Background: an optimization exercise with open tools, aiming at small area. Do not read the settings as production practice.
Only simulation tests tie the RTL to the original design; equivalence was not proved.
Power figures rest on the tool's default switching activity, not on a simulated workload. The flow treats the clock pin as an ideal source, which a real chip does not have.

### flow/config.mk
export PLATFORM = sky130hd
export DESIGN_NAME = whackGame
export DESIGN_NICKNAME = whackGame
export VERILOG_FILES = /design/flow/design.v
export SDC_FILE = /design/flow/constraint.sdc
export NUM_CORES = 4
export LEC_CHECK = 0
export CAP_MARGIN = 20
export CORE_MARGIN = 2
export CORE_UTILIZATION = 80
export SLEW_MARGIN = 20
### flow/constraint.sdc
create_clock -name core_clock -period 30.0 [get_ports {Clock}]
set_input_delay 6.0000 -clock core_clock [delete_from_list [all_inputs] [get_ports {Clock}]]
set_output_delay 6.0000 -clock core_clock [all_outputs]
set_load 0.01 [all_outputs]
### flow/design.v
package bcdPkg;
	typedef logic [3:0] bcdDigitT;  
	localparam int NumDigits = 4;  
	typedef bcdDigitT [NumDigits-1:0] bcdCountT;  
	function automatic bcdCountT bcdAdd(input bcdCountT a, input bcdCountT b);
		logic [4*NumDigits-1:0] aFlat;
		logic [4*NumDigits-1:0] bFlat;
		logic [4*NumDigits-1:0] result;
		logic carry;
		logic [4:0] digitSum;
		aFlat = a;
		bFlat = b;
		result = '0;
		carry = 1'b0;
		for (int i = 0; i < NumDigits; i++) begin
			digitSum = {1'b0, aFlat[4*i +: 4]} + {1'b0, bFlat[4*i +: 4]} + {4'b0, carry};
			carry = (digitSum > 5'd9);
			if (carry) begin
				digitSum = digitSum - 5'd10;  
			end
			result[4*i +: 4] = digitSum[3:0];
		end
		bcdAdd = result;
	endfunction
endpackage
package gamePkg;
	localparam int NumMoles = 8;  
	localparam int HeightMax = 20;  
	localparam int HeightWidth = 5;
	localparam int WaitCount = 4;  
	localparam int WaitWidth = $clog2(WaitCount + 1);
	typedef logic [HeightWidth-1:0] heightT;
	localparam int StepPeriod = 2;
	localparam int WaitPeriod = 4;
	localparam int TickWidth = $clog2((StepPeriod > WaitPeriod ? StepPeriod : WaitPeriod) + 1);
	localparam int LfsrWidth = 16;  
	localparam int SlotSpacing = 60;  
	localparam int SeqLength = NumMoles * SlotSpacing;
	localparam logic [1:0] WhackIdle = 2'b00;
	localparam logic [1:0] WhackPressed = 2'b01;
	localparam logic [1:0] WhackHit = 2'b11;
	localparam logic [1:0] MoleHiding = 2'b00;
	localparam logic [1:0] MoleRising = 2'b01;
	localparam logic [1:0] MoleWaiting = 2'b11;
	localparam logic [1:0] MoleLowering = 2'b10;
endpackage
`timescale 1ns/10ps
module tickGenerator (
	input logic [1:0] count,
	output logic stepTick,
	output logic waitTick
);
	assign stepTick = count[0];
	assign waitTick = count[0] & count[1];
endmodule
`timescale 1ns/10ps
module moleScheduler (
	input logic Clock,
	input logic reset,
	input logic loadSeed,
	input logic shift,
	output logic [gamePkg::LfsrWidth-1:0] seedCount,
	output logic [gamePkg::NumMoles-1:0] riseRequest
);
	localparam int FillWidth = $clog2(gamePkg::SeqLength + 1);
	logic [gamePkg::LfsrWidth-1:0] lfsr;
	logic feedback;
	logic seeded;  
	logic [gamePkg::SeqLength-1:0] seqBits;  
	logic [FillWidth-1:0] fill;  
	always_ff @(posedge Clock or posedge reset) begin
		if (reset) begin
			seedCount <= '0;
		end else begin
			seedCount <= seedCount + 1'b1;
		end
	end
	assign feedback = lfsr[0] ^ lfsr[2] ^ lfsr[3] ^ lfsr[5];
	always_ff @(posedge Clock or posedge reset) begin
		if (reset) begin
			seeded <= 1'b0;
		end else if (loadSeed) begin
			seeded <= 1'b1;
		end
	end
	always_ff @(posedge Clock) begin
		if (loadSeed) begin
			lfsr <= seedCount;
		end else if (shift) begin
			lfsr <= {feedback, lfsr[gamePkg::LfsrWidth-1:1]};
		end
	end
	always_ff @(posedge Clock) begin
		if (shift) begin
			seqBits <= {seqBits[gamePkg::SeqLength-2:0], lfsr[0] & seeded};
		end
	end
	always_ff @(posedge Clock or posedge reset) begin
		if (reset) begin
			fill <= '0;
		end else if (shift && fill != FillWidth'(gamePkg::SeqLength)) begin
			fill <= fill + 1'b1;
		end
	end
	for (genvar k = 0; k < gamePkg::NumMoles; k++) begin : gTap
		assign riseRequest[k] = seqBits[(k + 1) * gamePkg::SlotSpacing - 1] &
			(fill >= FillWidth'((k + 1) * gamePkg::SlotSpacing));
	end
endmodule
`timescale 1ns/10ps
module whackDecoder (
	input logic Clock,
	input logic reset,
	input logic [gamePkg::NumMoles-1:0] switches,
	output logic [gamePkg::NumMoles-1:0] hit
);
	logic [gamePkg::NumMoles-1:0] pressed;
	always_ff @(posedge Clock or posedge reset) begin
		if (reset) begin
			pressed <= '0;
			hit <= '0;
		end else begin
			pressed <= switches & ~hit;
			hit <= pressed & ~switches;
		end
	end
endmodule
`timescale 1ns/10ps
module moleRiser (
	input logic Clock,
	input logic reset,
	input logic stepTick,
	input logic waitTick,
	input logic go,
	input logic hit,
	output gamePkg::heightT height,
	output logic hiding
);
	logic [1:0] state;
	gamePkg::heightT h;
	logic rising;
	logic waiting;
	logic lowering;
	logic atTop;  
	logic waitDone;  
	logic atBottom;  
	logic count;  
	logic down;  
	assign rising = (state == gamePkg::MoleRising);
	assign waiting = (state == gamePkg::MoleWaiting);
	assign lowering = (state == gamePkg::MoleLowering);
	assign hiding = (state == gamePkg::MoleHiding);
	assign atTop = h[4] & h[2];
	assign waitDone = ~h[2] & ~h[1] & ~h[0];
	assign atBottom = (h == '0);
	assign down = state[1];
	assign count = (rising & stepTick & ~atTop) | (lowering & stepTick & ~atBottom) |
		(waiting & waitTick & ~waitDone);
	logic [4:0] toggle;
	logic [4:0] hNext;
	logic [1:0] stateNext;
	always_comb begin
		toggle[0] = count;
		for (int i = 1; i < 5; i++) begin
			toggle[i] = toggle[i-1] & (h[i-1] ^ down);
		end
		hNext = h ^ toggle;
		hNext[2] = hNext[2] | (waiting & waitDone);  
		case (state)
			gamePkg::MoleHiding: stateNext = go ? gamePkg::MoleRising : state;
			gamePkg::MoleRising: stateNext = atTop ? gamePkg::MoleWaiting : state;
			gamePkg::MoleWaiting: stateNext = waitDone ? gamePkg::MoleLowering : state;
			default: stateNext = atBottom ? gamePkg::MoleHiding : state;
		endcase
	end
	always_ff @(posedge Clock or posedge reset) begin
		if (reset) begin
			state <= gamePkg::MoleHiding;
			h <= '0;
		end else begin
			state <= hit ? gamePkg::MoleHiding : stateNext;
			h <= hit ? '0 : hNext;
		end
	end
	assign height = {h[4], h[3], h[2] | waiting, h[1] & ~waiting, h[0] & ~waiting};
endmodule
`timescale 1ns/10ps
module scoreTally (
	input logic Clock,
	input logic reset,
	input logic [gamePkg::NumMoles-1:0] hit,
	input logic [gamePkg::NumMoles-1:0] hiding,
	input logic [gamePkg::NumMoles-1:0] riseRequest,
	output bcdPkg::bcdCountT totalScore,
	output bcdPkg::bcdCountT totalRise
);
	bcdCounter i_score (
		.Clock(Clock),
		.reset(reset),
		.events(hit & ~hiding),
		.total(totalScore)
	);
	bcdCounter i_rise (
		.Clock(Clock),
		.reset(reset),
		.events(riseRequest & hiding),
		.total(totalRise)
	);
endmodule
module bcdCounter (
	input logic Clock,
	input logic reset,
	input logic [gamePkg::NumMoles-1:0] events,
	output logic [15:0] total
);
	logic [4:0] ones;  
	logic carry;  
	logic [3:0] en;  
	logic [15:0] toggle;
	logic [1:0] f0;
	logic [1:0] f1;
	logic [1:0] f2;
	logic [1:0] f3;
	logic [1:0] f4;
	logic [1:0] f5;
	logic [1:0] f6;
	logic [1:0] h7;
	assign f0 = {(events[0] & events[1]) | (events[0] & events[2]) | (events[1] & events[2]), events[0] ^ events[1] ^ events[2]};
	assign f1 = {(events[3] & events[4]) | (events[3] & events[5]) | (events[4] & events[5]), events[3] ^ events[4] ^ events[5]};
	assign f2 = {(events[6] & events[7]) | (events[6] & total[0]) | (events[7] & total[0]), events[6] ^ events[7] ^ total[0]};
	assign f3 = {(f0[0] & f1[0]) | (f0[0] & f2[0]) | (f1[0] & f2[0]), f0[0] ^ f1[0] ^ f2[0]};
	assign f4 = {(f0[1] & f1[1]) | (f0[1] & f2[1]) | (f1[1] & f2[1]), f0[1] ^ f1[1] ^ f2[1]};
	assign f5 = {(f3[1] & total[1]) | (f3[1] & f4[0]) | (total[1] & f4[0]), f3[1] ^ total[1] ^ f4[0]};
	assign f6 = {(f4[1] & f5[1]) | (f4[1] & total[2]) | (f5[1] & total[2]), f4[1] ^ f5[1] ^ total[2]};
	assign h7 = {f6[1] & total[3], f6[1] ^ total[3]};
	assign ones = {h7[1], h7[0], f6[0], f5[0], f3[0]};
	assign carry = ones[4] | (ones[3] & (ones[2] | ones[1]));
	assign en[1] = carry;
	assign en[2] = en[1] & total[4] & total[7];
	assign en[3] = en[2] & total[8] & total[11];
	always_comb begin
		toggle = '0;
		for (int d = 1; d < 4; d++) begin
			toggle[4*d] = en[d];
			toggle[4*d+1] = en[d] & total[4*d] & ~total[4*d+3];
			toggle[4*d+2] = en[d] & total[4*d] & total[4*d+1];
			toggle[4*d+3] = en[d] & total[4*d] & (total[4*d+3] | (total[4*d+1] & total[4*d+2]));
		end
	end
	always_ff @(posedge Clock or posedge reset) begin
		if (reset) begin
			total <= '0;
		end else begin
			total[3:0] <= carry ? 4'(ones + 5'd6) : ones[3:0];
			total[15:4] <= total[15:4] ^ toggle[15:4];
		end
	end
endmodule
`timescale 1ns/10ps
module whackGame (
	input logic Clock,
	input logic reset,
	input logic [gamePkg::NumMoles-1:0] switches,
	input logic loadSeed,
	input logic shift,
	output gamePkg::heightT [gamePkg::NumMoles-1:0] moleHeights,
	output bcdPkg::bcdCountT totalScore,
	output bcdPkg::bcdCountT totalRise
);
	logic stepTick;
	logic waitTick;
	logic [gamePkg::LfsrWidth-1:0] seedCount;
	logic [gamePkg::NumMoles-1:0] riseRequest;
	logic [gamePkg::NumMoles-1:0] hit;
	logic [gamePkg::NumMoles-1:0] hiding;
	moleScheduler i_moleScheduler (
		.Clock(Clock),
		.reset(reset),
		.loadSeed(loadSeed),
		.shift(shift),
		.seedCount(seedCount),
		.riseRequest(riseRequest)
	);
	tickGenerator i_tickGenerator (
		.count(seedCount[1:0]),
		.stepTick(stepTick),
		.waitTick(waitTick)
	);
	whackDecoder i_whackDecoder (
		.Clock(Clock),
		.reset(reset),
		.switches(switches),
		.hit(hit)
	);
	for (genvar m = 0; m < gamePkg::NumMoles; m++) begin : gMole
		moleRiser i_moleRiser (
			.Clock(Clock),
			.reset(reset),
			.stepTick(stepTick),
			.waitTick(waitTick),
			.go(riseRequest[m]),
			.hit(hit[m]),
			.height(moleHeights[m]),
			.hiding(hiding[m])
		);
	end
	scoreTally i_scoreTally (
		.Clock(Clock),
		.reset(reset),
		.hit(hit),
		.hiding(hiding),
		.riseRequest(riseRequest),
		.totalScore(totalScore),
		.totalRise(totalRise)
	);
endmodule
### flow/flow/run.sh
#!/bin/bash
# Standard synthesis and layout (standard.sh), with: every gate set to the
# smallest size of its family after floorplanning (repair_design then upsizes
# what needs it), minimum-size port buffers, and a leaner clock tree (no dummy
# loads, small leaf buffers).
set -euo pipefail
here=$(pwd)
bash standard.sh finish \
	"POST_FLOORPLAN_TCL=$here/flow/downsize.tcl" \
	"BUFFER_PORTS_ARGS=-buffer_cell sky130_fd_sc_hd__buf_1" \
	"CTS_ARGS=-sink_clustering_enable -repair_clock_nets -dont_use_dummy_load -buf_list sky130_fd_sc_hd__clkbuf_8 -root_buf sky130_fd_sc_hd__clkbuf_16 -sink_clustering_buffer sky130_fd_sc_hd__clkbuf_16 -sink_clustering_size 32 -sink_clustering_max_diameter 140" \
	> flow.log 2>&1
### flow/flow/downsize.tcl
# Swap every standard cell to the smallest-area cell of the same family
# (same name up to the drive-strength suffix, so same function and pins).
# repair_design later upsizes whatever then violates slew or capacitance.
set db [ord::get_db]
set dont_use {}
if { [info exists ::env(DONT_USE_CELLS)] } { set dont_use $::env(DONT_USE_CELLS) }
set best [dict create]
foreach lib [$db getLibs] {
  foreach m [$lib getMasters] {
    set name [$m getName]
    if { ![regexp {^(sky130_fd_sc_hd__.+)_(\d+)$} $name -> base drive] } { continue }
    set skip 0
    foreach p $dont_use { if { [string match $p $name] } { set skip 1 } }
    if { $skip } { continue }
    set a [expr { [$m getWidth] * [$m getHeight] }]
    if { ![dict exists $best $base] || $a < [lindex [dict get $best $base] 1] } {
      dict set best $base [list $m $a]
    }
  }
}
set swapped 0
foreach inst [[ord::get_db_block] getInsts] {
  set m [$inst getMaster]
  if { [$inst isFixed] } { continue }
  if { ![regexp {^(sky130_fd_sc_hd__.+)_(\d+)$} [$m getName] -> base drive] } { continue }
  if { [regexp {^sky130_fd_sc_hd__(df|edf|sdf|dl|tap|fill|decap|conb)} [$m getName]] } { continue }
  if { ![dict exists $best $base] } { continue }
  set nm [lindex [dict get $best $base] 0]
  if { [$nm getName] ne [$m getName] } {
    $inst swapMaster $nm
    incr swapped
  }
}
puts "downsize: swapped $swapped instances"
### flow/standard.sh
#!/bin/bash
# synth_recipe.tcl (not shown) runs the flow's synth.tcl, then flattens the netlist and writes it again
# the make line also repeats each setting of config.mk as NAME=value (left out here)
make -C /OpenROAD-flow-scripts/flow DESIGN_CONFIG=/design/flow/config.mk WORK_HOME=/design/flow/orfs CLKGATE_MAP_FILE= SYNTH_SCRIPT=/design/flow/synth_recipe.tcl "${@:-finish}"
==> results.sh, run 1 <==
export IMPL_run_status="complete, no violations"
export IMPL_hold_class="register to register"
export IMPL_routed_wirelength_um=40100
export IMPL_vias=11000
export IMPL_synthDominantAreaCellType="edfxtp_1"
export IMPL_clk_latency_ps=550
export IMPL_ant_nets=0
export IMPL_drt_iter0_markers=1504
export IMPL_wire_per_inst_um=23.6
export IMPL_yosysSeqAreaShare_pct=80.9
export IMPL_synth_lib_cells_used_distinct=61
export IMPL_clk_skew_ps=31.8
export IMPL_postSynthAreaPerCell_um2=17.7
export IMPL_cts_sinks=626
export IMPL_p_leak_nw=8.42
export IMPL_vdd_ir_drop_worst_v=0.0000655
export IMPL_cts_tree="built"
export IMPL_core_area_um2=27700
export IMPL_cts_resized_gates=0
export IMPL_yosys_warnings=4
export IMPL_yosysTopAreaCellShare_pct=66.4
export IMPL_grt_overflow=0
export IMPL_p_seq_share_pct=70.7
export IMPL_ys_dominant_reg_cell="edfxtp_1"
export IMPL_clk_transition_reported_paths_ps=100
export IMPL_sw_ratio_pct=20.7
export IMPL_worst_ep_required_time_ps=30190
export IMPL_report_final_hold_viol_count=0
export IMPL_place_gp_congestion=0.791
export IMPL_largest_stage_delay_on_the_critical_path_ps=830
export IMPL_number_of_flops_mapped_to_enable_cells_by_yosys=496
export IMPL_tritoncts_num_buffers=23
export IMPL_postCtsSetupBuffers=0
export IMPL_post_route_cell_area_um2=23400
export IMPL_layout_drive_gt1_share_pct=2.34
export IMPL_critical_path_cell_chain="clkbuf_4 -> buf_12 -> buf_4"
export IMPL_dieArea_um2=29400
export IMPL_timing_final_crit_share_pct=26.5
export IMPL_pin_count_of_the_biggest_net_entering_global_routing=206
export IMPL_first_global_vias=10500
export IMPL_detail_route_first_pass_iterations=6
export IMPL_critPathLaunchType="input pin"
export IMPL_timing_slew_headroom_pct=31.0
export IMPL_floorplan_initialDensity_pct=81.0
export IMPL_pwrdens_nw_per_um2=61.6
export IMPL_timing_critical_path_buf_inv=3
export IMPL_synth_async_sr_flop_share_pct=20.8
export IMPL_port_buffers=83
export IMPL_grt_pass1_wl_um=61100
export IMPL_postSynthNetCount=1312
export IMPL_share_comb_of_total_power_pct=3.6
export IMPL_cts_root_to_sink_buffers=3
export IMPL_place_hpwl_um=22500
export IMPL_setup_repair_after_global_routing_missed_its_margin="false"
export IMPL_worst_path_max_delay_cell="buf_4"
export IMPL_die_x_um=171
export IMPL_clkPwrFrac_pct=25.6
export IMPL_pin_count=84
export IMPL_viasPerCell=6.47
export IMPL_timing_setup_tns_ps=0
export IMPL_cpLargestDelayFamily="buffers and inverters"
export IMPL_area_growth_pct=4.49
export IMPL_mappedNetlistArea_um2=22400
export IMPL_syn_instance_count=1271
export IMPL_antennaDiodeCount=0
export IMPL_global_route_usage_total_pct=28.1
export IMPL_timing_critical_path_fanout_max=205
export IMPL_maxSlewViolCount=0
export IMPL_placed_area_um2=22900
export IMPL_cap_violations=0
export IMPL_die_height_um=171
export IMPL_post_route_drc_count=0
export IMPL_clock_tree_htree_level_count=1
export IMPL_worst_ep_arrival_time_ps=8130
export IMPL_internal_power_mw=1.14
export IMPL_worst_slew_pin_transition_ps=1040
export IMPL_post_layout_nets=1366
export IMPL_category_of_the_critical_setup_timing_path="input pin to register"
export IMPL_fp_row_count=61
export IMPL_number_of_buffers_inserted_for_hold_repair_after_clock_tree_synthesis=0
export IMPL_period_needed_ps=7940
export IMPL_synthTopCellsByArea="edfxtp_1 (66%), dfrtp_1 (15%), xnor2_1 (1.5%)"
export IMPL_postSynthRegisterBits=626
export IMPL_final_setup_viol_count=0
export IMPL_total_switching_power_uw=299
export IMPL_max_freq_ghz=0.126
export IMPL_antenna_violations_before_repair=0
export IMPL_root_buffer="clkbuf_16"
export IMPL_cp_end_kind="register"
export IMPL_hold_worst_slack_ps=400
## cell usage after synthesis, types with 15 or more instances
library cell and number:
clkbuf_1 26, and2_1 26, xor2_1 17, xnor2_1 39, mux2_2 22, inv_1 31, edfxtp_1 496, or3_1 26
buf_4 17, nor2_1 54, nand2_1 58, fa_1 15, nand3_1 20, nor2b_1 26, nand2b_1 23, dfrtp_1 130
a21oi_1 54, buf_2 15, o21ai_0 42
## per-layer routing
| metal | track usage (%) | vias up | part of all wire, % | routed length (µm) |
|---|---|---|---|---|
| met1 | 40.1 | 5525 | 39 | 15700 |
| li1 | - | 4751 | - | - |
| met5 | 0 | - | 0 | 0 |
| met2 | 46.0 | 599 | 49 | 19800 |
| met4 | 9.21 | 0 | 3.9 | 1580 |
| met3 | 4.21 | 130 | 7.6 | 3070 |
## cells in the final DEF, fill, tap and decap left out, types with 20 or more instances in the layout
cell	Yosys	layout
nand3_1	20	20
buf_1	1	82
xnor2_1	39	39
nand2b_1	23	23
inv_1	31	30
a21oi_1	54	54
edfxtp_1	496	496
mux2_1	0	23
dfrtp_1	130	130
nand2_1	58	58
or3_1	26	27
nor2b_1	26	26
nor2_1	54	54
and2_0	0	26
clkbuf_16	0	23
o21ai_0	42	45
## cell families after synthesis
| kind of cell | share of synthesized area, % |
|---|---|
| AO/OA/AOI/OAI | 5.24 |
| AND/OR/NAND/NOR | 6.29 |
| adder cells (fa/ha/maj) | 2.12 |
| buffers and inverters | 1.92 |
| flip-flops | 80.9 |
| XOR/XNOR | 2.19 |
| multiplexers | 1.35 |
## power groups by stage
stage | Combinational, mW | Sequential (mW) | Clock (mW)
2_1_floorplan | 0.0377 | 1.02 | 0
3_3_place_gp | 0.0457 | 1.03 | 0
3_5_place_dp | 0.0489 | 1.04 | 0
4_1_cts | 0.0516 | 1.02 | 0.374
5_1_grt | 0.0580 | 1.03 | 0.396
6_report | 0.0526 | 1.02 | 0.370
## sequential cells by signal, summed over array words and instances, names as in the netlist
register / count
i_scoreTally.i_score.total: 16
i_scoreTally.i_rise.total: 16
gMole.i_moleRiser.h: 40
i_moleScheduler.seedCount: 16
gMole.i_moleRiser.state: 16
i_whackDecoder.pressed: 8
i_whackDecoder.hit: 8
i_moleScheduler.lfsr: 16
i_moleScheduler.seeded: 1
i_moleScheduler.fill: 9
i_moleScheduler.seqBits: 480
## final timing paths
check                      cells after the start  slack, ps                         from                             to
max                                            3      22060                        shift   i_moleScheduler.seqBits[250]
min                                            0        400  i_moleScheduler.seqBits[16]    i_moleScheduler.seqBits[17]
max reg2reg                                   21      24370      i_moleScheduler.fill[3]  i_scoreTally.i_rise.total[15]
min reg2reg                                    0        400  i_moleScheduler.seqBits[16]    i_moleScheduler.seqBits[17]
max in group asynchronous                      3      23070                        reset      gMole[7].i_moleRiser.h[2]
min in group asynchronous                      2       5600                        reset  i_scoreTally.i_rise.total[10]
## area by class of cell
type / count / area (µm²)
inverter: 31 / 119
fill: 1191 / 4260
timing repair buffer: 89 / 380
tap: 378 / 473
clock buffer: 23 / 576
sequential: 626 / 18100
multi-input combinational: 554 / 3750
## stage by stage
stage	power (mW)	setup slack, ps	utilization (%)	cells
floorplan	1.05	20530	-	1271
global placement	1.08	21350	82.5	1677
detailed placement	1.09	21220	82.5	1677
CTS	1.45	21870	84.6	1700
global route	1.48	21880	84.6	1701
finish	1.44	22060	84.6	1701
==> inputs of run 2 (changes only) <==
--- a/flow/config.mk
+++ b/flow/config.mk
@@ -7,5 +7,5 @@
 export LEC_CHECK = 0
 export CAP_MARGIN = 20
 export CORE_MARGIN = 2
-export CORE_UTILIZATION = 80
+export CORE_UTILIZATION = 65
 export SLEW_MARGIN = 20
==> run 2 against run 1 <==
Effect of this change:
- still clean on timing, DRC and antenna
- synthesized area unchanged
- clock power about the same
- via count down 9.9%
- global-route usage down 10 points
- critical path type unchanged
- critical endpoint is now i_moleScheduler.seqBits[64]
- highest routed layer unchanged
==> results.sh, run 2 <==
export IMPL_worst_slew_pin_transition_ps=1040
export IMPL_cap_violations=0
export IMPL_timing_critical_path_fanout_max=88
export IMPL_die_x_um=190
export IMPL_number_of_flops_mapped_to_enable_cells_by_yosys=496
export IMPL_vias=9913
export IMPL_synth_lib_cells_used_distinct=61
export IMPL_global_route_usage_total_pct=17.9
export IMPL_port_buffers=83
export IMPL_hold_class="register to register"
export IMPL_placed_area_um2=23000
export IMPL_cts_resized_gates=0
export IMPL_root_buffer="clkbuf_16"
export IMPL_clock_tree_htree_level_count=1
export IMPL_biggestRegsByFlops="i_moleScheduler.seqBits (480), gMole.i_moleRiser.h (40)"
export IMPL_maxSlewViolCount=0
export IMPL_ant_nets=0
export IMPL_core_area_um2=34300
export IMPL_largest_reg_flops=480
export IMPL_cts_sinks=626
export IMPL_timing_slew_headroom_pct=30.9
export IMPL_die_height_um=190
export IMPL_category_of_the_critical_setup_timing_path="input pin to register"
export IMPL_critPathLaunchType="input pin"
export IMPL_fin_total_pwr_mw=1.43
export IMPL_postSynthNetCount=1312
export IMPL_netlist_top_cells_count="edfxtp_1 (496), dfrtp_1 (130), nand2_1 (58)"
export IMPL_clk_skew_ps=40.4
export IMPL_first_global_vias=9335
export IMPL_total_switching_power_uw=285
export IMPL_period_needed_ps=8170
export IMPL_post_route_drc_count=0
export IMPL_clk_latency_ps=580
export IMPL_grt_pass1_wl_um=50700
export IMPL_layout_drive_gt1_share_pct=2.34
export IMPL_layout_commonest_cell="edfxtp_1"
export IMPL_p_leak_nw=8.42
export IMPL_wire_per_inst_um=17.8
export IMPL_postCtsSetupBuffers=0
export IMPL_clk_transition_reported_paths_ps=110
export IMPL_place_hpwl_um=18300
export IMPL_yosysTopAreaCellShare_pct=66.4
export IMPL_detail_route_first_pass_iterations=4
export IMPL_vdd_ir_drop_worst_v=0.0000438
export IMPL_mostFrequentLayoutCells="edfxtp_1 (496), dfrtp_1 (130), buf_1 (82), nand2_1 (58)"
export IMPL_postSynthAreaPerCell_um2=17.7
export IMPL_max_freq_ghz=0.122
export IMPL_setup_repair_after_global_routing_missed_its_margin="false"
export IMPL_floorplan_initialDensity_pct=65.4
export IMPL_antenna_violations_before_repair=0
export IMPL_run_status="complete, no violations"
export IMPL_syn_instance_count=1271
export IMPL_yosysSeqAreaShare_pct=80.9
export IMPL_antennaDiodeCount=0
export IMPL_hold_worst_slack_ps=390
export IMPL_drt_iter0_markers=747
export IMPL_worst_ep_arrival_time_ps=8340
export IMPL_cp_end_kind="register"
export IMPL_area_growth_pct=4.91
export IMPL_yosys_warnings=4
export IMPL_place_gp_congestion=0.766
export IMPL_sw_ratio_pct=19.9
export IMPL_timing_final_crit_share_pct=27.2
export IMPL_tritoncts_num_buffers=23
export IMPL_dieArea_um2=36000
export IMPL_post_synth_top_count_cell="edfxtp_1"
export IMPL_fp_row_count=68
export IMPL_synthTopCellsByArea="edfxtp_1 (66%), dfrtp_1 (15%), xnor2_1 (1.5%)"
export IMPL_grt_overflow=0
export IMPL_postSynthRegisterBits=626
export IMPL_final_setup_viol_count=0
export IMPL_post_route_cell_area_um2=23500
export IMPL_clkPwrFrac_pct=25.7
export IMPL_internal_power_mw=1.14
export IMPL_ys_dominant_reg_cell="edfxtp_1"
export IMPL_number_of_buffers_inserted_for_hold_repair_after_clock_tree_synthesis=0
export IMPL_viasPerCell=5.58
export IMPL_share_comb_of_total_power_pct=3.3
export IMPL_pwrdens_nw_per_um2=60.7
export IMPL_seq_area_um2=18100
export IMPL_synth_async_sr_flop_share_pct=20.8
export IMPL_routed_wirelength_um=31600
export IMPL_cts_root_to_sink_buffers=3
export IMPL_worst_ep_required_time_ps=30170
export IMPL_post_layout_nets=1366
export IMPL_regMostFlops="i_moleScheduler.seqBits"
export IMPL_synthDominantAreaCellType="edfxtp_1"
export IMPL_n_fill_cell=2262
export IMPL_pin_count=84
export IMPL_multi_input_comb_area_um2=3750
export IMPL_pin_count_of_the_biggest_net_entering_global_routing=183
export IMPL_report_final_hold_viol_count=0
export IMPL_p_seq_share_pct=71.0
export IMPL_mappedNetlistArea_um2=22400
export IMPL_timing_setup_tns_ps=0
export IMPL_cts_tree="built"
run 2: cell counts after synthesis:
No cell type changed its count.
run 2: per-layer routing:
| layer | routed length, µm | up-vias | track usage, % |
|---|---|---|---|
| li1 | - | 4745 | - |
| met1 | 16100 | 4991 | 30.1 |
| met2 | 13500 | 144 | 24.8 |
| met3 | 1450 | 33 | 3.38 |
| met4 | 536 | 0 | 3.79 |
| met5 | 0 | - | 0 |
run 2: worst paths after layout:
| path | depth (start not counted) | endpoint | slack [ps] | startpoint |
|---|---|---|---|---|
| setup / recovery | 3 | i_moleScheduler.seqBits[64] | 21830 | shift |
| hold / removal | 0 | i_moleScheduler.seqBits[42] | 390 | i_moleScheduler.seqBits[41] |
| setup reg to reg | 21 | i_scoreTally.i_rise.total[15] | 24390 | i_moleScheduler.fill[4] |
| hold reg to reg | 0 | i_moleScheduler.seqBits[42] | 390 | i_moleScheduler.seqBits[41] |
| max in group asynchronous | 3 | gMole[7].i_moleRiser.h[1] | 23180 | reset |
| min in group asynchronous | 2 | i_scoreTally.i_rise.total[8] | 5490 | reset |
run 2: cells by family after synthesis:
kind of cell,after synthesis,synth area share (%)
DFF,626,80.9
and+or+nand+nor,271,6.29
AOI/OAI and AO/OA,171,5.24
buffers and inverters,91,1.92
xor gates and xnor gates,56,2.19
adders and majority gates,29,2.12
muxes,27,1.35
run 2: critical path, stage by stage:
cell and delay (ps):
clkbuf_4 420, buf_4 860, buf_4 940
run 2: power groups by stage:
stage / logic (mW) / clock network, mW / registers, mW
final: 0.0468 / 0.367 / 1.01
after global placement: 0.0463 / 0 / 1.03
after floorplan: 0.0377 / 0 / 1.02
after CTS: 0.0475 / 0.383 / 1.02
after global routing: 0.0537 / 0.409 / 1.02
after detailed placement: 0.0474 / 0 / 1.03
run 2: cell type report:
type / count / share of cell area [%]
Multi-Input combinational cell: 554 / 15.9
Sequential cell: 626 / 77.1
Tap cell: 455 / 2.42
Timing Repair Buffer: 89 / 1.60
Clock buffer: 23 / 2.45
Inverter: 31 / 0.516
run 2: metrics by stage:
stage / worst slack, ps / utilization (%) / instances
after floorplan: 20530 / - / 1271
after global placement: 21260 / 67.0 / 1755
after detailed placement: 21190 / 67.0 / 1755
after CTS: 21840 / 68.6 / 1778
after global routing: 21630 / 68.6 / 1778
final: 21830 / 68.6 / 1778
==> inputs of run 3 (changes only) <==
==> flow/flow/run.sh (replaced) <==
#!/bin/bash
# Standard synthesis and layout (standard.sh), with: every gate set to the
# smallest size of its family after floorplanning (repair_design then upsizes
# what needs it), minimum-size port buffers, and a leaner clock tree (no dummy
# loads, small leaf buffers).
set -euo pipefail
here=$(pwd)
bash standard.sh finish \
	"POST_FLOORPLAN_TCL=$here/flow/downsize.tcl" \
	"BUFFER_PORTS_ARGS=-buffer_cell sky130_fd_sc_hd__buf_1" \
	"CTS_ARGS=-sink_clustering_enable -repair_clock_nets -dont_use_dummy_load -buf_list sky130_fd_sc_hd__clkbuf_8 -root_buf sky130_fd_sc_hd__clkbuf_16 -sink_clustering_buffer sky130_fd_sc_hd__clkbuf_16 -sink_clustering_size 31 -sink_clustering_max_diameter 170" \
	> flow.log 2>&1
==> run 3 against run 2 <==
Effect of this change:
- worst setup slack improved by 20 ps
- synthesized area unchanged
- synthesized cell count unchanged
- count of clock-buffer cells in the layout increased by 1
- via count increased by 0.68%
- clock skew increased by 17 ps
- first-iteration DRC count increased by 9.8%
- clock power increased by 2%
- combinational power about the same
- die area unchanged
- global-route usage about the same
- cell area increased by 0.11%
- critical path type unchanged
==> results.sh, run 3 <==
export IMPL_run_status="complete, no violations"
export IMPL_routed_wirelength_um=31600
export IMPL_post_place_cells=1755
export IMPL_synth_async_sr_flop_share_pct=20.8
export IMPL_pin_count=84
export IMPL_largest_reg_flops=480
export IMPL_antennaDiodeCount=0
export IMPL_wire_per_inst_um=17.8
export IMPL_critPathLaunchType="input pin"
export IMPL_synthDominantAreaCellType="edfxtp_1"
export IMPL_floorplan_initialDensity_pct=65.4
export IMPL_timing_critical_path_fanout_max=88
export IMPL_hold_worst_slack_ps=352
export IMPL_layout_commonest_cell="edfxtp_1"
export IMPL_post_synth_fa_ha_maj_area_fraction_pct=2.12
export IMPL_port_buffers=83
export IMPL_ys_dominant_reg_cell="edfxtp_1"
export IMPL_ant_nets=0
export IMPL_grt_pass1_wl_um=50900
export IMPL_postCtsSetupBuffers=0
export IMPL_clk_transition_reported_paths_ps=110
export IMPL_place_hpwl_um=18300
export IMPL_postSynthNetCount=1312
export IMPL_timing_final_crit_share_pct=27.2
export IMPL_drt_iter0_markers=820
export IMPL_pin_count_of_the_biggest_net_entering_global_routing=183
export IMPL_vias=9980
export IMPL_xor_xnor_cell_area_share_of_the_yosys_netlist_pct=2.19
export IMPL_dieArea_um2=36000
export IMPL_mostFrequentLayoutCells="edfxtp_1 (496), dfrtp_1 (130), buf_1 (82), nand2_1 (58)"
export IMPL_post_route_drc_count=0
export IMPL_first_global_vias=9338
export IMPL_number_of_buffers_inserted_for_hold_repair_after_clock_tree_synthesis=0
export IMPL_die_x_um=190
export IMPL_cap_violations=0
export IMPL_biggestRegsByFlops="i_moleScheduler.seqBits (480), gMole.i_moleRiser.h (40)"
export IMPL_worst_ep_required_time_ps=30180
export IMPL_clk_skew_ps=57.6
export IMPL_synthTopCellsByArea="edfxtp_1 (66%), dfrtp_1 (15%), xnor2_1 (1.5%)"
export IMPL_detail_route_first_pass_iterations=4
export IMPL_place_gp_congestion=0.766
export IMPL_hold_class="register to register"
export IMPL_layout_core_utilization_pct=68.7
export IMPL_final_setup_viol_count=0
export IMPL_fin_total_pwr_mw=1.44
export IMPL_layout_drive_gt1_share_pct=2.42
export IMPL_yosys_warnings=4
export IMPL_number_of_flops_mapped_to_enable_cells_by_yosys=496
export IMPL_cp_end_kind="register"
export IMPL_cts_root_to_sink_buffers=3
export IMPL_postSynthRegisterBits=626
export IMPL_root_buffer="clkbuf_16"
export IMPL_postSynthAreaPerCell_um2=17.7
export IMPL_regMostFlops="i_moleScheduler.seqBits"
export IMPL_synth_top_family_by_area="simple AND/OR/NAND/NOR gates"
export IMPL_seq_area_um2=18100
export IMPL_clock_tree_htree_level_count=1
export IMPL_worst_ep_arrival_time_ps=8330
export IMPL_yosys_area_share_simple_pct=6.29
export IMPL_yosysSeqAreaShare_pct=80.9
export IMPL_p_leak_nw=8.43
export IMPL_period_needed_ps=8150
export IMPL_antenna_violations_before_repair=0
export IMPL_fp_row_count=68
export IMPL_core_area_um2=34300
export IMPL_synth_lib_cells_used_distinct=61
export IMPL_cts_tree="built"
export IMPL_grt_overflow=0
export IMPL_worst_slew_pin_transition_ps=1030
export IMPL_cts_sinks=626
export IMPL_number_of_standard_cells_in_the_final_layout_excluding_fillers=1779
export IMPL_mappedNetlistArea_um2=22400
export IMPL_multi_input_comb_area_um2=3750
export IMPL_syn_instance_count=1271
export IMPL_die_height_um=190
export IMPL_category_of_the_critical_setup_timing_path="input pin to register"
export IMPL_post_synth_top_count_cell="edfxtp_1"
export IMPL_post_layout_nets=1367
export IMPL_area_growth_pct=5.02
export IMPL_netlist_top_cells_count="edfxtp_1 (496), dfrtp_1 (130), nand2_1 (58)"
export IMPL_clk_latency_ps=540
export IMPL_n_fill_cell=2266
export IMPL_synthMuxAreaShare_pct=1.35
export IMPL_report_final_hold_viol_count=0
export IMPL_timing_slew_headroom_pct=31.3
export IMPL_maxSlewViolCount=0
export IMPL_vdd_ir_drop_worst_v=0.0000432
export IMPL_viasPerCell=5.61
export IMPL_timing_setup_tns_ps=0
export IMPL_max_freq_ghz=0.123
export IMPL_global_route_usage_total_pct=17.9
export IMPL_yosysTopAreaCellShare_pct=66.4
export IMPL_cts_resized_gates=0
export IMPL_tritoncts_num_buffers=24
export IMPL_pwrdens_nw_per_um2=60.9
export IMPL_setup_repair_after_global_routing_missed_its_margin="false"
export IMPL_synth_compound_gate_area_share_pct=5.24
run 3: stage by stage:
stage,worst slack (ps),cell area [µm²]
final,21850,23600
after global routing,21630,23600
after CTS,21840,23600
after detailed placement,21190,23000
after global placement,21260,23000
after floorplan,20530,22400
run 3: layout make-up:
| class | count | area share [%] |
|---|---|---|
| sequential | 626 | 77.0 |
| inverter | 31 | 0.515 |
| multi-input combinational | 554 | 15.9 |
| clock buffer | 24 | 2.55 |
| tap | 455 | 2.42 |
| timing repair buffer | 89 | 1.60 |
run 3: worst max-delay path: stages:
cell      delay (ps)
clkbuf_4         430
buf_4            860
buf_4            950
run 3: cells by family after synthesis:
family	count (synthesis)
AO/OA/AOI/OAI	171
XOR/XNOR	56
adder cells (fa/ha/maj)	29
buffers and inverters	91
flip-flops	626
multiplexers	27
AND/OR/NAND/NOR	271
run 3: power by group:
part	switching, mW	internal, mW
logic	0.0315	0.0152
registers	0.0255	0.989
clock network	0.229	0.145
run 3: final timing paths:
| kind | cells after the start | slack [ps] | endpoint | from |
|---|---|---|---|---|
| setup / recovery | 3 | 21850 | i_moleScheduler.seqBits[169] | shift |
| hold / removal | 0 | 350 | i_moleScheduler.seqBits[16] | i_moleScheduler.seqBits[15] |
| setup reg to reg | 21 | 24380 | i_scoreTally.i_rise.total[15] | i_moleScheduler.fill[4] |
| hold reg to reg | 0 | 350 | i_moleScheduler.seqBits[16] | i_moleScheduler.seqBits[15] |
| max in group asynchronous | 3 | 23200 | gMole[7].i_moleRiser.h[4] | reset |
| min in group asynchronous | 2 | 5510 | i_scoreTally.i_rise.total[6] | reset |
run 3: per-layer routing:
layer,vias up,GRT usage (%),share of wire [%]
met2,132,24.3,42
met1,5073,30.9,52
met3,35,2.82,3.8
li1,4740,-,-
met5,-,0,0
met4,0,4.08,2.2
==> inputs of run 4 (changes only) <==
==> flow/flow/run.sh (replaced) <==
#!/bin/bash
# Standard synthesis and layout (standard.sh), with: every gate set to the
# smallest size of its family after floorplanning (repair_design then upsizes
# what needs it), minimum-size port buffers, and a leaner clock tree (no dummy
# loads, small leaf buffers).
set -euo pipefail
here=$(pwd)
bash standard.sh finish \
	"POST_FLOORPLAN_TCL=$here/flow/downsize.tcl" \
	"BUFFER_PORTS_ARGS=-buffer_cell sky130_fd_sc_hd__buf_1" \
	"CTS_ARGS=-sink_clustering_enable -repair_clock_nets -dont_use_dummy_load -buf_list sky130_fd_sc_hd__clkbuf_16 -root_buf sky130_fd_sc_hd__clkbuf_16 -sink_clustering_buffer sky130_fd_sc_hd__clkbuf_16 -sink_clustering_size 33 -sink_clustering_max_diameter 140" \
	> flow.log 2>&1
==> run 4 against run 3 <==
Effect of this change:
- cell count fell by 0.11%
- combinational power hardly changed
- largest power group unchanged
- sequential power about the same
- critical path type unchanged
==> results.sh, run 4 <==
export IMPL_hold_class="register to register"
export IMPL_worst_ep_required_time_ps=30170
export IMPL_cts_root_to_sink_buffers=3
export IMPL_routed_wirelength_um=31200
export IMPL_worstReg2RegStart="i_moleScheduler.fill[4]"
export IMPL_groute_layer_met2_usage_pct=24.5
export IMPL_biggestRegsByFlops="i_moleScheduler.seqBits (480), gMole.i_moleRiser.h (40)"
export IMPL_tritoncts_num_buffers=22
export IMPL_p_seq_share_pct=71.5
export IMPL_timing_slew_headroom_pct=30.7
export IMPL_report_final_hold_viol_count=0
export IMPL_internal_power_mw=1.14
export IMPL_root_buffer="clkbuf_16"
export IMPL_postSynthAreaPerCell_um2=17.7
export IMPL_startpoint="shift"
export IMPL_fin_total_pwr_mw=1.42
export IMPL_mostFrequentLayoutCells="edfxtp_1 (496), dfrtp_1 (130), buf_1 (82), nand2_1 (58)"
export IMPL_layout_drive_gt1_share_pct=2.27
export IMPL_synthTopCellsByArea="edfxtp_1 (66%), dfrtp_1 (15%), xnor2_1 (1.5%)"
export IMPL_sw_ratio_pct=19.8
export IMPL_met3_usage_pct=3.04
export IMPL_period_needed_ps=8180
export IMPL_vdd_ir_drop_worst_v=0.0000488
export IMPL_clk_transition_reported_paths_ps=120
export IMPL_p_leak_nw=8.41
export IMPL_critPathLaunchType="input pin"
export IMPL_yosys_warnings=4
export IMPL_timing_setup_tns_ps=0
export IMPL_floorplan_initialDensity_pct=65.4
export IMPL_critical_path_cell_chain="clkbuf_4 -> buf_4 -> buf_4"
export IMPL_busiest_layer="met1"
export IMPL_number_of_buffers_inserted_for_hold_repair_after_clock_tree_synthesis=0
export IMPL_post_layout_nets=1365
export IMPL_place_hpwl_um=18300
export IMPL_regMostFlops="i_moleScheduler.seqBits"
export IMPL_postCtsSetupBuffers=0
export IMPL_hold_worst_slack_ps=418
export IMPL_netlist_top_cells_count="edfxtp_1 (496), dfrtp_1 (130), nand2_1 (58)"
export IMPL_place_gp_congestion=0.766
export IMPL_worst_slew_pin_transition_ps=1040
export IMPL_global_route_usage_total_pct=17.8
export IMPL_grt_overflow=0
export IMPL_timing_critical_path_fanout_max=88
export IMPL_clkPwrFrac_pct=25.2
export IMPL_post_route_cell_area_um2=23500
export IMPL_globalRouteMet1Util_pct=30.4
export IMPL_yosysSeqAreaShare_pct=80.9
export IMPL_dieArea_um2=36000
export IMPL_syn_instance_count=1271
export IMPL_maxSlewViolCount=0
export IMPL_antenna_violations_before_repair=0
export IMPL_die_x_um=190
export IMPL_cp_end_kind="register"
export IMPL_critical_path_top_cell_by_count="buf_4"
export IMPL_port_buffers=83
export IMPL_cpLargestDelayFamily="buffers and inverters"
export IMPL_mappedNetlistArea_um2=22400
export IMPL_n_fill_cell=2266
export IMPL_vias=9929
export IMPL_cts_tree="built"
export IMPL_synthDominantAreaCellType="edfxtp_1"
export IMPL_ant_nets=0
export IMPL_number_of_flops_mapped_to_enable_cells_by_yosys=496
export IMPL_worst_ep_arrival_time_ps=8350
export IMPL_fp_row_count=68
export IMPL_setup_repair_after_global_routing_missed_its_margin="false"
export IMPL_worst_path_max_delay_cell="buf_4"
export IMPL_share_comb_of_total_power_pct=3.3
export IMPL_post_route_drc_count=0
export IMPL_layout_commonest_cell="edfxtp_1"
export IMPL_drt_iter0_markers=711
export IMPL_timing_critical_path_buf_inv=3
export IMPL_yosysTopAreaCellShare_pct=66.4
export IMPL_clk_latency_ps=550
export IMPL_wire_per_inst_um=17.5
export IMPL_pwrdens_nw_per_um2=60.3
export IMPL_antennaDiodeCount=0
export IMPL_pin_count_of_the_biggest_net_entering_global_routing=183
export IMPL_clock_tree_htree_level_count=1
export IMPL_postSynthNetCount=1312
export IMPL_timing_final_crit_share_pct=27.3
export IMPL_area_growth_pct=4.80
export IMPL_cts_sinks=626
export IMPL_core_area_um2=34300
export IMPL_preCtsSetupSlack_ps=21190
export IMPL_category_of_the_critical_setup_timing_path="input pin to register"
export IMPL_synth_lib_cells_used_distinct=61
export IMPL_max_freq_ghz=0.122
export IMPL_final_setup_viol_count=0
export IMPL_detail_route_first_pass_iterations=5
export IMPL_cts_resized_gates=0
export IMPL_total_switching_power_uw=281
export IMPL_post_synth_top_count_cell="edfxtp_1"
export IMPL_die_height_um=190
export IMPL_placed_area_um2=23000
export IMPL_hold_path_startpoint="i_moleScheduler.seqBits[236]"
export IMPL_synth_async_sr_flop_share_pct=20.8
export IMPL_largest_reg_flops=480
export IMPL_largest_stage_delay_on_the_critical_path_ps=940
export IMPL_first_global_vias=9300
export IMPL_ys_dominant_reg_cell="edfxtp_1"
export IMPL_viasPerCell=5.59
export IMPL_run_status="complete, no violations"
export IMPL_clk_skew_ps=23.3
export IMPL_cap_violations=0
export IMPL_timing_final_ws_setup_ps=21820
export IMPL_postSynthRegisterBits=626
export IMPL_pin_count=84
export IMPL_grt_pass1_wl_um=50600
==> run 4: power groups by stage <==
stage / Combinational (mW) / Sequential, mW / Clock [mW]
after floorplan: 0.0377 / 1.02 / 0
after global placement: 0.0463 / 1.03 / 0
after detailed placement: 0.0474 / 1.03 / 0
after CTS: 0.0475 / 1.02 / 0.372
after global routing: 0.0537 / 1.02 / 0.399
final: 0.0468 / 1.01 / 0.357
==> run 4: kinds of logic after synthesis <==
kind of cell	count (synthesis)	synth area share (%)
buffers and inverters	91	1.92
adder cells (fa/ha/maj)	29	2.12
flip-flops	626	80.9
XOR/XNOR	56	2.19
multiplexers	27	1.35
AND/OR/NAND/NOR	271	6.29
AO/OA/AOI/OAI	171	5.24
==> run 4: metrics by stage <==
step	cells	util, %
floorplan	1271	-
global placement	1755	67.0
detailed placement	1755	67.0
CTS	1777	68.6
global route	1777	68.6
finish	1777	68.6
==> run 4: area by class of cell <==
class / count / area, µm² / area share, %
clock buffer: 22 / 551 / 2.34
inverter: 31 / 121 / 0.516
multi-input combinational: 554 / 3750 / 15.9
sequential: 626 / 18100 / 77.2
tap: 455 / 569 / 2.42
timing repair buffer: 89 / 377 / 1.60
==> run 4: path summary, 6_finish.rpt <==
| kind | to | slack (ps) | cells after the start |
|---|---|---|---|
| setup reg to reg | i_scoreTally.i_rise.total[15] | 24410 | 21 |
| setup / recovery | i_moleScheduler.seqBits[272] | 21820 | 3 |
| hold / removal | i_moleScheduler.seqBits[237] | 420 | 0 |
| max in group asynchronous | gMole[6].i_moleRiser.h[1] | 23160 | 3 |
| min in group asynchronous | i_scoreTally.i_rise.total[15] | 5520 | 2 |
| hold reg to reg | i_moleScheduler.seqBits[237] | 420 | 0 |
==> run 4: per-layer routing <==
layer / part of all wire [%] / vias to the layer above / wire length, µm
li1: - / 4741 / -
met3: 4.1 / 27 / 1290
met2: 43 / 144 / 13400
met1: 51 / 5017 / 16000
met5: 0 / - / 0
met4: 1.7 / 0 / 527
==> inputs of run 5 (changes only) <==
==> flow/run.sh (new file) <==
#!/bin/bash
# synth_recipe.tcl (not shown) runs the flow's synth.tcl, then flattens the netlist and writes it again
# the make line also repeats each setting of config.mk as NAME=value (left out here)
make -C /OpenROAD-flow-scripts/flow DESIGN_CONFIG=/design/flow/config.mk WORK_HOME=/design/flow/orfs CLKGATE_MAP_FILE= SYNTH_SCRIPT=/design/flow/synth_recipe.tcl finish
--- a/flow/config.mk
+++ b/flow/config.mk
@@ -8,4 +8,5 @@
 export CAP_MARGIN = 20
 export CORE_MARGIN = 2
 export CORE_UTILIZATION = 65
+export CTS_BUF_LIST = sky130_fd_sc_hd__clkbuf_8
 export SLEW_MARGIN = 20
removed: flow/flow/run.sh
removed: flow/flow/downsize.tcl
removed: flow/standard.sh
==> run 5 against run 4 <==
Effect of this change:
- flip-flop and latch count unchanged
- worst setup slack gained 66 ps
- via count increased by 6.4%
- combinational power grew 15%
- cell area rose by 8.0%
- clock skew barely moved
- sequential power barely moved
- highest routed layer unchanged
- synthesized area is the same
- power increased by 21%
- cell count increased by 8.2%
- core utilization is 5.5 points higher
==> results.sh, run 5 <==
export IMPL_run_status="complete, no violations"
export IMPL_place_hpwl_um=18900
export IMPL_largest_reg_flops=480
export IMPL_vdd_ir_drop_worst_v=0.0000470
export IMPL_clk_skew_ps=22.9
export IMPL_category_of_the_critical_setup_timing_path="register to output port"
export IMPL_sw_ratio_pct=21.3
export IMPL_regMostFlops="i_moleScheduler.seqBits"
export IMPL_vias=10600
export IMPL_cts_root_to_sink_buffers=3
export IMPL_synth_async_sr_flop_share_pct=20.8
export IMPL_tritoncts_num_buffers=96
export IMPL_core_area_um2=34300
export IMPL_root_buffer="clkbuf_8"
export IMPL_number_of_buffers_inserted_for_hold_repair_after_clock_tree_synthesis=0
export IMPL_yosys_warnings=4
export IMPL_hold_class="register to register"
export IMPL_total_switching_power_uw=366
export IMPL_yosysSeqAreaShare_pct=80.9
export IMPL_postSynthRegisterBits=626
export IMPL_critPathLaunchType="register"
export IMPL_hold_worst_slack_ps=398
export IMPL_cpLargestDelayFamily="flip-flops"
export IMPL_post_route_cell_area_um2=25400
export IMPL_port_buffers=83
export IMPL_mostFrequentLayoutCells="edfxtp_1 (496), dfrtp_1 (130), clkbuf_8 (104), clkdlybuf4s50_1 (82), inv_1 (60)"
export IMPL_timing_slew_headroom_pct=36.7
export IMPL_timing_critical_path_fanout_max=14
export IMPL_ys_dominant_reg_cell="edfxtp_1"
export IMPL_synth_lib_cells_used_distinct=61
export IMPL_detail_route_first_pass_iterations=5
export IMPL_timing_setup_tns_ps=0
export IMPL_setup_repair_after_global_routing_missed_its_margin="false"
export IMPL_worst_ep_arrival_time_ps=2120
export IMPL_clk_transition_reported_paths_ps=60
export IMPL_number_of_standard_cells_in_the_final_layout_excluding_fillers=1923
export IMPL_synthDominantAreaCellType="edfxtp_1"
export IMPL_dieArea_um2=36000
export IMPL_place_gp_congestion=0.827
export IMPL_antenna_violations_before_repair=0
export IMPL_die_x_um=190
export IMPL_synthTopCellsByArea="edfxtp_1 (66%), dfrtp_1 (15%), xnor2_1 (1.5%)"
export IMPL_fp_row_count=68
export IMPL_pin_count_of_the_biggest_net_entering_global_routing=190
export IMPL_layout_commonest_cell="edfxtp_1"
export IMPL_global_route_usage_total_pct=19.7
export IMPL_share_comb_of_total_power_pct=3.1
export IMPL_netlist_top_cells_count="edfxtp_1 (496), dfrtp_1 (130), nand2_1 (58)"
export IMPL_critical_path_cell_chain="nand2_1 -> and2_1 -> clkdlybuf4s50_1"
export IMPL_internal_power_mw=1.35
export IMPL_biggestRegsByFlops="i_moleScheduler.seqBits (480), gMole.i_moleRiser.h (40)"
export IMPL_postCtsSetupBuffers=0
export IMPL_clk_latency_ps=630
export IMPL_multi_input_comb_area_um2=3850
export IMPL_antennaDiodeCount=0
export IMPL_clock_tree_htree_level_count=3
export IMPL_p_seq_share_pct=59.1
export IMPL_post_place_cells=1753
export IMPL_worst_slew_pin_transition_ps=949
export IMPL_cts_sinks=626
export IMPL_clkPwrFrac_pct=37.8
export IMPL_grt_overflow=0
export IMPL_largest_stage_delay_on_the_critical_path_ps=620
export IMPL_post_route_drc_count=0
export IMPL_cts_tree="built"
export IMPL_drt_iter0_markers=859
export IMPL_fin_total_pwr_mw=1.72
export IMPL_viasPerCell=5.49
export IMPL_timing_final_crit_share_pct=27.1
export IMPL_max_freq_ghz=0.123
export IMPL_mappedNetlistArea_um2=22400
export IMPL_ant_nets=0
export IMPL_cap_violations=0
export IMPL_n_fill_cell=2024
export IMPL_period_needed_ps=8120
export IMPL_postSynthAreaPerCell_um2=17.7
export IMPL_layout_drive_gt1_share_pct=11.4
export IMPL_maxSlewViolCount=0
export IMPL_syn_instance_count=1271
export IMPL_wire_per_inst_um=17.8
export IMPL_seq_area_um2=18100
export IMPL_p_leak_nw=9.38
export IMPL_worst_ep_required_time_ps=24000
export IMPL_placed_area_um2=23600
export IMPL_final_setup_viol_count=0
export IMPL_cts_resized_gates=0
export IMPL_pin_count=84
export IMPL_grt_pass1_wl_um=54800
export IMPL_pwrdens_nw_per_um2=67.8
export IMPL_post_synth_top_count_cell="edfxtp_1"
export IMPL_report_final_hold_viol_count=0
export IMPL_die_height_um=190
export IMPL_timing_critical_path_buf_inv=1
export IMPL_postSynthNetCount=1312
export IMPL_first_global_vias=10300
export IMPL_yosysTopAreaCellShare_pct=66.4
export IMPL_floorplan_initialDensity_pct=65.4
export IMPL_number_of_flops_mapped_to_enable_cells_by_yosys=496
export IMPL_cp_end_kind="output port"
export IMPL_area_growth_pct=13.2
export IMPL_worst_path_max_delay_cell="dfrtp_1"
export IMPL_post_layout_nets=1438
export IMPL_routed_wirelength_um=34200
run 5: cell counts after synthesis:
Identical to the previous run, type by type.
run 5: logic make-up after synthesis:
family / count (synthesis) / synth area share, %
muxes: 27 / 1.35
xor gates and xnor gates: 56 / 2.19
AOI/OAI and AO/OA: 171 / 5.24
buffers and inverters: 91 / 1.92
and+or+nand+nor: 271 / 6.29
DFF: 626 / 80.9
adders and majority gates: 29 / 2.12
run 5: stage by stage:
stage	util, %	setup slack (ps)
final	74.0	21880
after global routing	74.0	21760
after CTS	73.9	21840
after detailed placement	68.7	21930
after global placement	68.7	21980
after floorplan	-	20530
run 5: power by group through the flow:
stage | combinational (mW) | sequential [mW] | clock (mW)
2_1_floorplan | 0.0377 | 1.02 | 0
3_3_place_gp | 0.0512 | 1.03 | 0
3_5_place_dp | 0.0534 | 1.03 | 0
4_1_cts | 0.0539 | 1.02 | 0.672
5_1_grt | 0.0604 | 1.02 | 0.708
6_report | 0.0538 | 1.02 | 0.650
run 5: path summary, 6_finish.rpt:
kind                                          startpoint                            end  slack, ps  cells past startpoint
hold reg to reg             i_moleScheduler.seqBits[173]   i_moleScheduler.seqBits[174]        400                      0
min in group asynchronous                          reset  i_moleScheduler.seedCount[10]       5780                      2
hold / removal              i_moleScheduler.seqBits[173]   i_moleScheduler.seqBits[174]        400                      0
setup reg to reg                 i_moleScheduler.fill[4]  i_scoreTally.i_rise.total[15]      24480                     21
setup / recovery           gMole[2].i_moleRiser.state[1]                moleHeights[11]      21880                      3
max in group asynchronous                          reset      gMole[6].i_moleRiser.h[4]      23190                      4
run 5: layout make-up:
cell class / instances / area share (%)
Clock buffer: 104 / 5.64
Clock inverter: 65 / 1.37
Sequential cell: 626 / 71.5
Inverter: 31 / 0.478
Tap cell: 455 / 2.24
Multi-Input combinational cell: 554 / 15.2
Timing Repair Buffer: 88 / 3.60
run 5: routing by layer:
metal | vias to the layer above | GRT usage, % | wire length [µm]
met2 | 219 | 26.4 | 14600
met4 | 0 | 6.77 | 664
met1 | 5331 | 31.6 | 17200
met3 | 54 | 5.63 | 1800
li1 | 4958 | - | -
met5 | - | 0 | 0
==> inputs of run 6 (changes only) <==
--- a/flow/config.mk
+++ b/flow/config.mk
@@ -8,5 +8,7 @@
 export CAP_MARGIN = 20
 export CORE_MARGIN = 2
 export CORE_UTILIZATION = 65
-export CTS_BUF_LIST = sky130_fd_sc_hd__clkbuf_8
+export CTS_BUF_LIST = sky130_fd_sc_hd__clkbuf_16
+export CTS_CLUSTER_DIAMETER = 140
+export CTS_CLUSTER_SIZE = 30
 export SLEW_MARGIN = 20
==> run 6 against run 5 <==
Effect of this change:
- still clean on timing, DRC and antenna
- register-to-register slack worse by 30 ps
- maximum frequency increased by 0.56%
- sequential power barely moved
- critical path type unchanged
- largest power group unchanged
- highest routed layer unchanged
==> results.sh, run 6 <==
export IMPL_netlist_top_cells_count="edfxtp_1 (496), dfrtp_1 (130), nand2_1 (58)"
export IMPL_synthTopCellsByArea="edfxtp_1 (66%), dfrtp_1 (15%), xnor2_1 (1.5%)"
export IMPL_cp_end_kind="output port"
export IMPL_timing_setup_tns_ps=0
export IMPL_cap_violations=0
export IMPL_busiest_layer="met1"
export IMPL_drt_iter0_markers=861
export IMPL_dieArea_um2=36000
export IMPL_root_buffer="clkbuf_16"
export IMPL_first_global_vias=9603
export IMPL_wire_per_inst_um=18.4
export IMPL_yosysTopAreaCellShare_pct=66.4
export IMPL_place_gp_congestion=0.827
export IMPL_global_route_usage_total_pct=18.7
export IMPL_timing_final_ws_setup_ps=21930
export IMPL_fin_total_pwr_mw=1.46
export IMPL_antenna_violations_before_repair=0
export IMPL_antennaDiodeCount=0
export IMPL_final_setup_viol_count=0
export IMPL_post_synth_fa_ha_maj_area_fraction_pct=2.12
export IMPL_clk_skew_ps=13.2
export IMPL_timing_critical_path_buf_inv=1
export IMPL_report_final_hold_viol_count=0
export IMPL_pin_count=84
export IMPL_post_route_drc_count=0
export IMPL_synth_compound_gate_area_share_pct=5.24
export IMPL_synthMuxAreaShare_pct=1.35
export IMPL_synthDominantAreaCellType="edfxtp_1"
export IMPL_period_needed_ps=8070
export IMPL_vdd_ir_drop_worst_v=0.0000461
export IMPL_worst_slew_pin_transition_ps=942
export IMPL_viasPerCell=5.60
export IMPL_cts_tree="built"
export IMPL_timing_slew_headroom_pct=37.2
export IMPL_cts_root_to_sink_buffers=3
export IMPL_grt_overflow=0
export IMPL_timing_critical_path_fanout_max=14
export IMPL_area_growth_pct=8.43
export IMPL_p_leak_nw=8.76
export IMPL_place_hpwl_um=18900
export IMPL_layout_drive_gt1_share_pct=5.66
export IMPL_cts_sinks=626
export IMPL_hold_worst_slack_ps=417
export IMPL_post_layout_nets=1366
export IMPL_postSynthRegisterBits=626
export IMPL_setup_repair_after_global_routing_missed_its_margin="false"
export IMPL_hold_class="register to register"
export IMPL_die_x_um=190
export IMPL_fp_row_count=68
export IMPL_die_height_um=190
export IMPL_core_area_um2=34300
export IMPL_worst_ep_arrival_time_ps=2070
export IMPL_number_of_flops_mapped_to_enable_cells_by_yosys=496
export IMPL_cpLargestDelayFamily="flip-flops"
export IMPL_post_place_cells=1753
export IMPL_critical_path_cell_chain="nand2_1 -> and2_1 -> clkdlybuf4s50_1"
export IMPL_port_buffers=83
export IMPL_postCtsSetupBuffers=0
export IMPL_number_of_standard_cells_in_the_final_layout_excluding_fillers=1797
export IMPL_met3_usage_pct=3.15
export IMPL_largest_stage_delay_on_the_critical_path_ps=630
export IMPL_globalRouteMet1Util_pct=30.8
export IMPL_number_of_buffers_inserted_for_hold_repair_after_clock_tree_synthesis=0
export IMPL_ys_dominant_reg_cell="edfxtp_1"
export IMPL_cts_resized_gates=0
export IMPL_grt_pass1_wl_um=52600
export IMPL_clock_tree_htree_level_count=1
export IMPL_n_fill_cell=2153
export IMPL_post_route_cell_area_um2=24300
export IMPL_yosys_area_share_simple_pct=6.29
export IMPL_pin_count_of_the_biggest_net_entering_global_routing=190
export IMPL_regMostFlops="i_moleScheduler.seqBits"
export IMPL_pwrdens_nw_per_um2=60.0
export IMPL_synth_top_family_by_area="simple AND/OR/NAND/NOR gates"
export IMPL_tritoncts_num_buffers=24
export IMPL_clk_latency_ps=580
export IMPL_routed_wirelength_um=33000
export IMPL_worst_path_max_delay_cell="dfrtp_1"
export IMPL_groute_layer_met2_usage_pct=26.9
export IMPL_run_status="complete, no violations"
export IMPL_clk_transition_reported_paths_ps=110
export IMPL_postSynthAreaPerCell_um2=17.7
export IMPL_xor_xnor_cell_area_share_of_the_yosys_netlist_pct=2.19
export IMPL_postSynthNetCount=1312
export IMPL_synth_lib_cells_used_distinct=61
export IMPL_preCtsSetupSlack_ps=21930
export IMPL_critPathLaunchType="register"
export IMPL_largest_reg_flops=480
export IMPL_vias=10100
export IMPL_post_synth_top_count_cell="edfxtp_1"
export IMPL_maxSlewViolCount=0
export IMPL_max_freq_ghz=0.124
export IMPL_mappedNetlistArea_um2=22400
export IMPL_layout_core_utilization_pct=70.9
export IMPL_biggestRegsByFlops="i_moleScheduler.seqBits (480), gMole.i_moleRiser.h (40)"
export IMPL_floorplan_initialDensity_pct=65.4
export IMPL_worst_ep_required_time_ps=24000
export IMPL_mostFrequentLayoutCells="edfxtp_1 (496), dfrtp_1 (130), clkdlybuf4s50_1 (82), nand2_1 (58)"
export IMPL_syn_instance_count=1271
export IMPL_timing_final_crit_share_pct=26.9
export IMPL_synth_async_sr_flop_share_pct=20.8
export IMPL_placed_area_um2=23600
export IMPL_detail_route_first_pass_iterations=5
export IMPL_category_of_the_critical_setup_timing_path="register to output port"
export IMPL_yosys_warnings=4
export IMPL_yosysSeqAreaShare_pct=80.9
export IMPL_layout_commonest_cell="edfxtp_1"
export IMPL_ant_nets=0
[run 6: final timing paths]
kind,from,to,slack (ps),depth (start not counted)
max in group asynchronous,reset,gMole[6].i_moleRiser.state[0],23150,4
worst min register to register,i_moleScheduler.seqBits[221],i_moleScheduler.seqBits[222],420,0
worst min-delay path,i_moleScheduler.seqBits[221],i_moleScheduler.seqBits[222],420,0
min in group asynchronous,reset,i_moleScheduler.seedCount[10],5820,2
worst max register to register,i_moleScheduler.fill[4],i_scoreTally.i_rise.total[15],24450,21
worst max-delay path,gMole[2].i_moleRiser.state[1],moleHeights[10],21930,3
[run 6: final cells by class]
class                      count  area (µm²)  area share [%]
sequential                   626       18100            74.6
multi-input combinational    554        3850            15.8
timing repair buffer          88         913            3.75
clock buffer                  25         626            2.57
tap                          455         569            2.34
inverter                      31         121           0.499
clock inverter                18        93.8           0.386
[run 6: layer usage]
layer | wire (µm) | share of wire, %
met5 | 0 | 0
met4 | 465 | 1.4
met3 | 1450 | 4.4
met2 | 14500 | 44
met1 | 16600 | 50
[run 6: report_power, final]
part | switching [mW] | internal [mW] | leakage [nW]
Clock | 0.237 | 0.155 | 0.410
Combinational | 0.0336 | 0.0198 | 1.72
Sequential | 0.0261 | 0.989 | 6.63
[run 6: logic make-up after synthesis]
family / after synthesis
AO/OA/AOI/OAI: 171
XOR/XNOR: 56
adder cells (fa/ha/maj): 29
buffers and inverters: 91
flip-flops: 626
multiplexers: 27
AND/OR/NAND/NOR: 271

==> separate check: timing with driven ports <==
In the flow no input, the clock included, has a driving cell. The finished layouts below were timed again as built, in two steps.
Step 1 assumes that a clkbuf_16 drives the clock port and a buf_2 every other input.
Step 2 also shifts input and output timing later by t, the mid clock arrival at the registers, as if the neighbouring blocks saw the same clock.
Three values: ideal, step 1, step 2; two values: the first two.
run	t, ns	slack for setup (ns)	hold slack, ns	slew at the worst register clock pin (ns)
run 1	0.596	22.061 / 22.089 / 21.493	0.400 / 0.400 / 0.400	0.12 / 0.12
run 2	0.608	21.832 / 21.859 / 21.251	0.390 / 0.390 / 0.390	0.12 / 0.12
run 3	0.585	21.852 / 21.879 / 21.294	0.352 / 0.352 / 0.352	0.12 / 0.12
run 4	0.598	21.816 / 21.845 / 21.247	0.418 / 0.418 / 0.418	0.12 / 0.12
run 5	0.672	21.882 / 21.831 / 22.126	0.398 / 0.398 / 0.398	0.07 / 0.07
run 6	0.625	21.927 / 21.873 / 22.115	0.417 / 0.417 / 0.417	0.12 / 0.12
After both steps setup and hold are still met in every run listed. The setup slack of run 2, which loses most, moves by +0.027 ns with the drivers and by -0.581 ns with both steps.
